Context: an optimization exercise on an open-source flow, tuned for small area and a short achievable clock period. The choices shown serve that exercise and are no tape-out recipe. The RTL was checked by simulation tests, not by an equivalence proof against the original design. Power is estimated from default activity; no workload was simulated.

Design cluster_hwpe_tile, start of the top module:
module cluster_hwpe_tile #(
  parameter int unsigned OpndDepth = 4,
  parameter int unsigned ResDepth  = 4
) (
  input  logic                               clk_i,
  input  logic                               rst_n_i,
  input  logic                               wb_cyc_i,
  input  logic                               wb_stb_i,
  input  logic                               wb_we_i,
  input  logic [tile_cfg_pkg::WB_ADDR_W-1:0] wb_adr_i,
  input  logic [tile_cfg_pkg::WB_DATA_W-1:0] wb_dat_i,
  output logic [tile_cfg_pkg::WB_DATA_W-1:0] wb_dat_o,
  output logic                               wb_ack_o,
  output logic                               wb_err_o,
  output logic                               evt_o
);
==> flow/config.mk <==
export PLATFORM = sky130hd
export DESIGN_NAME = cluster_hwpe_tile
export DESIGN_NICKNAME = cluster_hwpe_tile
export VERILOG_FILES = /design/flow/design.v
export SDC_FILE = /design/flow/constraint.sdc
export NUM_CORES = 4
export LEC_CHECK = 0
export ABC_CLOCK_PERIOD_IN_PS = 3500
export CAP_MARGIN = 20
export CORE_MARGIN = 2
export CORE_UTILIZATION = 40
export CTS_CLUSTER_DIAMETER = 140
export CTS_CLUSTER_SIZE = 26
export SLEW_MARGIN = 20
==> flow/constraint.sdc <==
create_clock -name core_clock -period 10.0 [get_ports {clk_i}]
set_input_delay 2.0000 -clock core_clock [delete_from_list [all_inputs] [get_ports {clk_i}]]
set_output_delay 2.0000 -clock core_clock [all_outputs]
set_load 0.01 [all_outputs]
standard.sh (not shown) runs the stock make flow with config.mk's settings and CLKGATE_MAP_FILE= SYNTH_SCRIPT=/design/flow/synth_recipe.tcl, a recipe that flattens the netlist after the stock synthesis.
==> flow/flow/run.sh <==
#!/bin/bash
# Standard synthesis, then the standard layout with a tighter setup
# target for repair_timing and plain buffers on the ports; each step logs
# to its own file here (the ORFS logs are under orfs/logs).
# The clock and constraints are unchanged.
set -euo pipefail
MARGIN=${MARGIN:-6.6}
bash standard.sh synth > synth.log 2>&1
bash standard.sh SETUP_SLACK_MARGIN=$MARGIN "BUFFER_PORTS_ARGS=-buffer_cell sky130_fd_sc_hd__buf_2" finish > layout.log 2>&1
Then changed:
CTS_CLUSTER_DIAMETER = 160   (was 140)
CTS_CLUSTER_SIZE = 20   (was 26)
Clock skew stays flat.
Hold slack got worse by 0.0034 ns.
Area after synthesis does not change.
Sequential cell count does not change.
Then changed:
--- a/flow/flow/run.sh
+++ b/flow/flow/run.sh
@@ -5,5 +5,5 @@
 # The clock and constraints are unchanged.
 set -euo pipefail
-MARGIN=${MARGIN:-6.6}
+MARGIN=${MARGIN:-6.7}
 bash standard.sh synth > synth.log 2>&1
 bash standard.sh SETUP_SLACK_MARGIN=$MARGIN "BUFFER_PORTS_ARGS=-buffer_cell sky130_fd_sc_hd__buf_2" finish > layout.log 2>&1
CTS_CLUSTER_DIAMETER = 140   (was 160)
CTS_CLUSTER_SIZE = 22   (was 20)
Synthesized area stays the same.
Wire length went down by 2.9%.
Fmax came out higher by about 0.9%.
Total power grows by 0.76%.
Clock power came out lower by about 5%.
Setup slack gets better by 0.030 ns.
Register-to-register slack improved by 0.03 ns.
Combinational power goes up by about 4%.
Then changed:
--- a/flow/flow/run.sh
+++ b/flow/flow/run.sh
@@ -5,5 +5,5 @@
 # The clock and constraints are unchanged.
 set -euo pipefail
-MARGIN=${MARGIN:-6.7}
+MARGIN=${MARGIN:-6.6}
 bash standard.sh synth > synth.log 2>&1
 bash standard.sh SETUP_SLACK_MARGIN=$MARGIN "BUFFER_PORTS_ARGS=-buffer_cell sky130_fd_sc_hd__buf_2" finish > layout.log 2>&1
After rerunning: Critical path depth is unchanged; combinational power fell by about 4%; wire length rises by 3.1%; synthesized cell count does not change; maximum frequency came out lower by 0.42%; die area does not change.

---

cluster_hwpe_tile, a different RTL version from the one above (not shown whole).
Size in the first run: ~470 flip-flops.
Settings: LEC_CHECK=0, ABC_CLOCK_PERIOD_IN_PS=3500, CAP_MARGIN=20, CORE_MARGIN=2, CORE_UTILIZATION=40, CTS_CLUSTER_DIAMETER=120, CTS_CLUSTER_SIZE=24, SLEW_MARGIN=20; clock period 10.0 ns.
==> flow/flow/run.sh <==
#!/bin/bash
# Standard synthesis, then the standard layout with a tighter setup
# target for repair_timing (the clock and constraints are unchanged).
set -euo pipefail
MARGIN=${MARGIN:-6.8}
bash standard.sh synth > synth.log 2>&1
bash standard.sh SETUP_SLACK_MARGIN=$MARGIN "BUFFER_PORTS_ARGS=-buffer_cell sky130_fd_sc_hd__buf_2" finish > layout.log 2>&1
The starting point completed without violations.
==> next run, changes <==
--- a/flow/flow/run.sh
+++ b/flow/flow/run.sh
@@ -5 +5 @@
-MARGIN=${MARGIN:-6.8}
+MARGIN=${MARGIN:-6.6}
Outcome: Power falls by 3.3%; combinational power decreases by 7.2%; non-clock buffer count is lower by 32; worst setup slack degrades by 0.010 ns; clock-buffer cell count does not change; final area went down by about 2.1%; hold slack barely changes; register-to-register slack barely changes; global-route usage drops by 0.46 points; clock skew drops by 0.0034 ns.
==> next run, changes <==
--- a/flow/flow/run.sh
+++ b/flow/flow/run.sh
@@ -5 +5 @@
-MARGIN=${MARGIN:-6.6}
+MARGIN=${MARGIN:-6.4}
Result:
- core utilization stays flat
- design area barely changes
- critical path depth drops by 1
- power goes down slightly
- die area stays the same
==> next run, changes <==
--- a/flow/flow/run.sh
+++ b/flow/flow/run.sh
@@ -3 +3,3 @@
-# target for repair_timing (the clock and constraints are unchanged).
+# target for repair_timing and plain buffers on the ports; each step logs
+# to its own file here (the ORFS logs are under orfs/logs).
+# The clock and constraints are unchanged.
@@ -5 +7 @@
-MARGIN=${MARGIN:-6.4}
+MARGIN=${MARGIN:-6.8}
=> The new run finished with timing, DRC and antenna clean. Power grows by a few percent. Die area stays the same. Sequential cell count is unchanged. Cell area grows by a few percent.
==> next run, changes <==
--- a/flow/flow/run.sh
+++ b/flow/flow/run.sh
@@ -7 +7 @@
-MARGIN=${MARGIN:-6.8}
+MARGIN=${MARGIN:-6.6}
The new run produced a clean layout.
Worst hold slack hardly moves.
Total power decreases by 3.3%.
Core utilization decreases by 0.96 points.
==> next run, changes <==
--- a/flow/flow/run.sh
+++ b/flow/flow/run.sh
@@ -3,3 +3 @@
-# target for repair_timing and plain buffers on the ports; each step logs
-# to its own file here (the ORFS logs are under orfs/logs).
-# The clock and constraints are unchanged.
+# target for repair_timing (the clock and constraints are unchanged).
- CAP_MARGIN: 20 -> 0
- SLEW_MARGIN: 20 -> 0
Result: The new run completed without violations. Total power does not change. Sequential power barely changes. First-iteration DRC count stays the same. Flip-flop and latch count is unchanged.

---

RTL: one of the versions met above, not the one the previous note started from.
Size: roughly 2100 cells after synthesis, about 470 flip-flops, about 100 I/O pins, about 26000 µm² of cells after synthesis.
==> flow/config.mk <==
export PLATFORM = sky130hd
export DESIGN_NAME = cluster_hwpe_tile
export DESIGN_NICKNAME = cluster_hwpe_tile
export VERILOG_FILES = /design/flow/design.v
export SDC_FILE = /design/flow/constraint.sdc
export NUM_CORES = 4
export LEC_CHECK = 0
export ABC_CLOCK_PERIOD_IN_PS = 3500
export CAP_MARGIN = 20
export CORE_MARGIN = 2
export CORE_UTILIZATION = 40
export CTS_CLUSTER_DIAMETER = 140
export CTS_CLUSTER_SIZE = 22
export SLEW_MARGIN = 20
==> flow/constraint.sdc <==
create_clock -name core_clock -period 10.0 [get_ports {clk_i}]
set_input_delay 2.0000 -clock core_clock [delete_from_list [all_inputs] [get_ports {clk_i}]]
set_output_delay 2.0000 -clock core_clock [all_outputs]
set_load 0.01 [all_outputs]
==> flow/flow/run.sh <==
#!/bin/bash
# Standard synthesis, then the standard layout with a tighter setup
# target for repair_timing and plain buffers on the ports; each step logs
# to its own file here (the ORFS logs are under orfs/logs).
# The clock and constraints are unchanged.
set -euo pipefail
MARGIN=${MARGIN:-6.5}
bash standard.sh synth > synth.log 2>&1
bash standard.sh SETUP_SLACK_MARGIN=$MARGIN "BUFFER_PORTS_ARGS=-buffer_cell sky130_fd_sc_hd__buf_2" finish > layout.log 2>&1
Rerun with:
--- a/flow/flow/run.sh
+++ b/flow/flow/run.sh
@@ -6,3 +6,3 @@
 set -euo pipefail
-MARGIN=${MARGIN:-6.5}
+MARGIN=${MARGIN:-6.75}
 bash standard.sh synth > synth.log 2>&1
- CTS_CLUSTER_DIAMETER: 140 -> 120
- CTS_CLUSTER_SIZE: 22 -> 24
Result: Clock-buffer cell count goes down by 3. Total power goes up by a few percent. Cell count goes up slightly. Register-to-register slack improved by 150 ps. Hold slack got worse by 9.3 ps. Maximum frequency goes up by a few percent. Wire length hardly moves. Die area does not change. Critical path depth goes up by 2.
Rerun with:
--- a/flow/flow/run.sh
+++ b/flow/flow/run.sh
@@ -6,3 +6,3 @@
 set -euo pipefail
-MARGIN=${MARGIN:-6.75}
+MARGIN=${MARGIN:-6.6}
 bash standard.sh synth > synth.log 2>&1
- PLACE_DENSITY: not set -> 0.75
What happened: The changed run completed with no timing, DRC or antenna violations. Worst hold slack hardly moves. Non-clock buffer count decreases by 18. Core utilization decreases by 0.92 points. Total power fell by 2.8%. Worst setup slack is worse by 98 ps. Maximum frequency came out lower by 2.9%. Design area falls by 2.0%. Routed wire length shrinks by 2.5%. Die area does not change.
Rerun with:
- PLACE_DENSITY: 0.75 -> not set
The changed run completed with no timing, DRC or antenna violations.
Final cell count hardly moves.
Critical path depth rises by 1.
Worst setup slack improved by 40 ps.
Area after synthesis is unchanged.
Register-to-register slack improved by 40 ps.
Synthesized cell count is unchanged.
Design area barely changes.
Total power rises by 0.30%.
Wire length rises by 5.1%.
Maximum frequency rises by 1.2%.
Clock-buffer cell count rises by 1.

---

Setup of before:
Another version of the RTL of cluster_hwpe_tile (not shown whole).
Size in the first run: about 470 flip-flops, roughly 26000 sq um of cells after synthesis.
clock: 10.0 ns
lec_check: 0
abc_clock_period_in_ps: 3500
cap_margin: 20
core_margin: 2
core_utilization: 40
slew_margin: 20
==> flow/flow/run.sh <==
#!/bin/bash
# Standard synthesis, then the standard layout with a tighter setup
# target for repair_timing (the clock and constraints are unchanged).
set -euo pipefail
MARGIN=${MARGIN:-6.5}
bash standard.sh synth > synth.log 2>&1
bash standard.sh SETUP_SLACK_MARGIN=$MARGIN finish > layout.log 2>&1
What after does differently from before at the input level:
Settings: SETUP_SLACK_MARGIN now 5, previously not set.
==> flow/run.sh (new file) <==
#!/bin/bash
# synth_recipe.tcl (not shown) runs the flow's synth.tcl, then flattens the netlist and writes it again
# the make line also repeats each setting of config.mk as NAME=value (left out here)
make -C /OpenROAD-flow-scripts/flow DESIGN_CONFIG=/design/flow/config.mk WORK_HOME=/design/flow/orfs CLKGATE_MAP_FILE= SYNTH_SCRIPT=/design/flow/synth_recipe.tcl finish
removed: flow/flow/run.sh
removed: flow/standard.sh
Going from before to after, total power shrinks by 3.4%.
Going from before to after, setup slack after layout went down; number of non-filler instances in the completed layout went down; sequential share of layout area went up.

## what the ideal ports hide
The flow's constraints put no driver on any port. The routed layouts listed below were extracted and timed again, unchanged, in two steps.
Step 1: set_driving_cell puts a clkbuf_16 on clk_i and a buf_2 on each other input, an assumption about the parent block.
Step 2 also shifts input and output timing later by t, the mid clock arrival at the registers, as if the neighbouring blocks saw the same clock.
Three values: ideal, step 1, step 2; two values: the first two.
run | shift t [ns] | slack for setup (ns) | worst hold slack (ns) | worst setup path after step 2 | cell pins on the clock port's net
the first run of note 1 | 0.637 | 6.719 / 6.719 / 6.227 | 0.490 / 0.490 / 0.490 | input to register | 1
the second run of note 1 | 0.667 | 6.710 / 6.710 / 6.117 | 0.486 / 0.486 / 0.486 | input to register | 1
the third run of note 1 | 0.647 | 6.741 / 6.741 / 6.244 | 0.499 / 0.499 / 0.499 | input to register | 1
the fourth run of note 1 | 0.647 | 6.727 / 6.727 / 6.201 | 0.486 / 0.486 / 0.486 | input to register | 1
the first run of note 2 | 0.657 | 6.580 / 6.580 / 6.286 | 0.503 / 0.503 / 0.503 | input to register | 1
the second run of note 2 | 0.633 | 6.570 / 6.570 / 6.141 | 0.502 / 0.502 / 0.502 | input to register | 1
the third run of note 2 | 0.637 | 6.505 / 6.505 / 5.926 | 0.490 / 0.490 / 0.490 | input to register | 1
the fourth run of note 2 | 0.657 | 6.580 / 6.580 / 6.286 | 0.503 / 0.503 / 0.503 | input to register | 1
the fifth run of note 2 | 0.633 | 6.570 / 6.570 / 6.141 | 0.502 / 0.502 / 0.502 | input to register | 1
the sixth run of note 2 | 0.633 | 6.570 / 6.570 / 6.141 | 0.502 / 0.502 / 0.502 | input to register | 1
the first run of note 3 | 0.650 | 6.603 / 6.603 / 6.039 | 0.502 / 0.502 / 0.502 | input to register | 1
the second run of note 3 | 0.651 | 6.751 / 6.751 / 6.250 | 0.492 / 0.492 / 0.492 | input to register | 1
the third run of note 3 | 0.633 | 6.653 / 6.653 / 6.233 | 0.494 / 0.494 / 0.494 | input to register | 1
the fourth run of note 3 | 0.653 | 6.693 / 6.693 / 6.204 | 0.497 / 0.497 / 0.497 | input to register | 1
before | 0.665 | 6.332 / 6.332 / 6.011 | 0.490 / 0.490 / 0.490 | input to register | 1
after | 0.648 | 5.718 / 5.718 / 5.169 | 0.481 / 0.481 / 0.481 | input to register | 1
After both steps setup and hold are still met in every run listed. The setup slack of the second run of note 1, which loses most, moves by 0.000 ns with the drivers and by -0.593 ns with both steps.
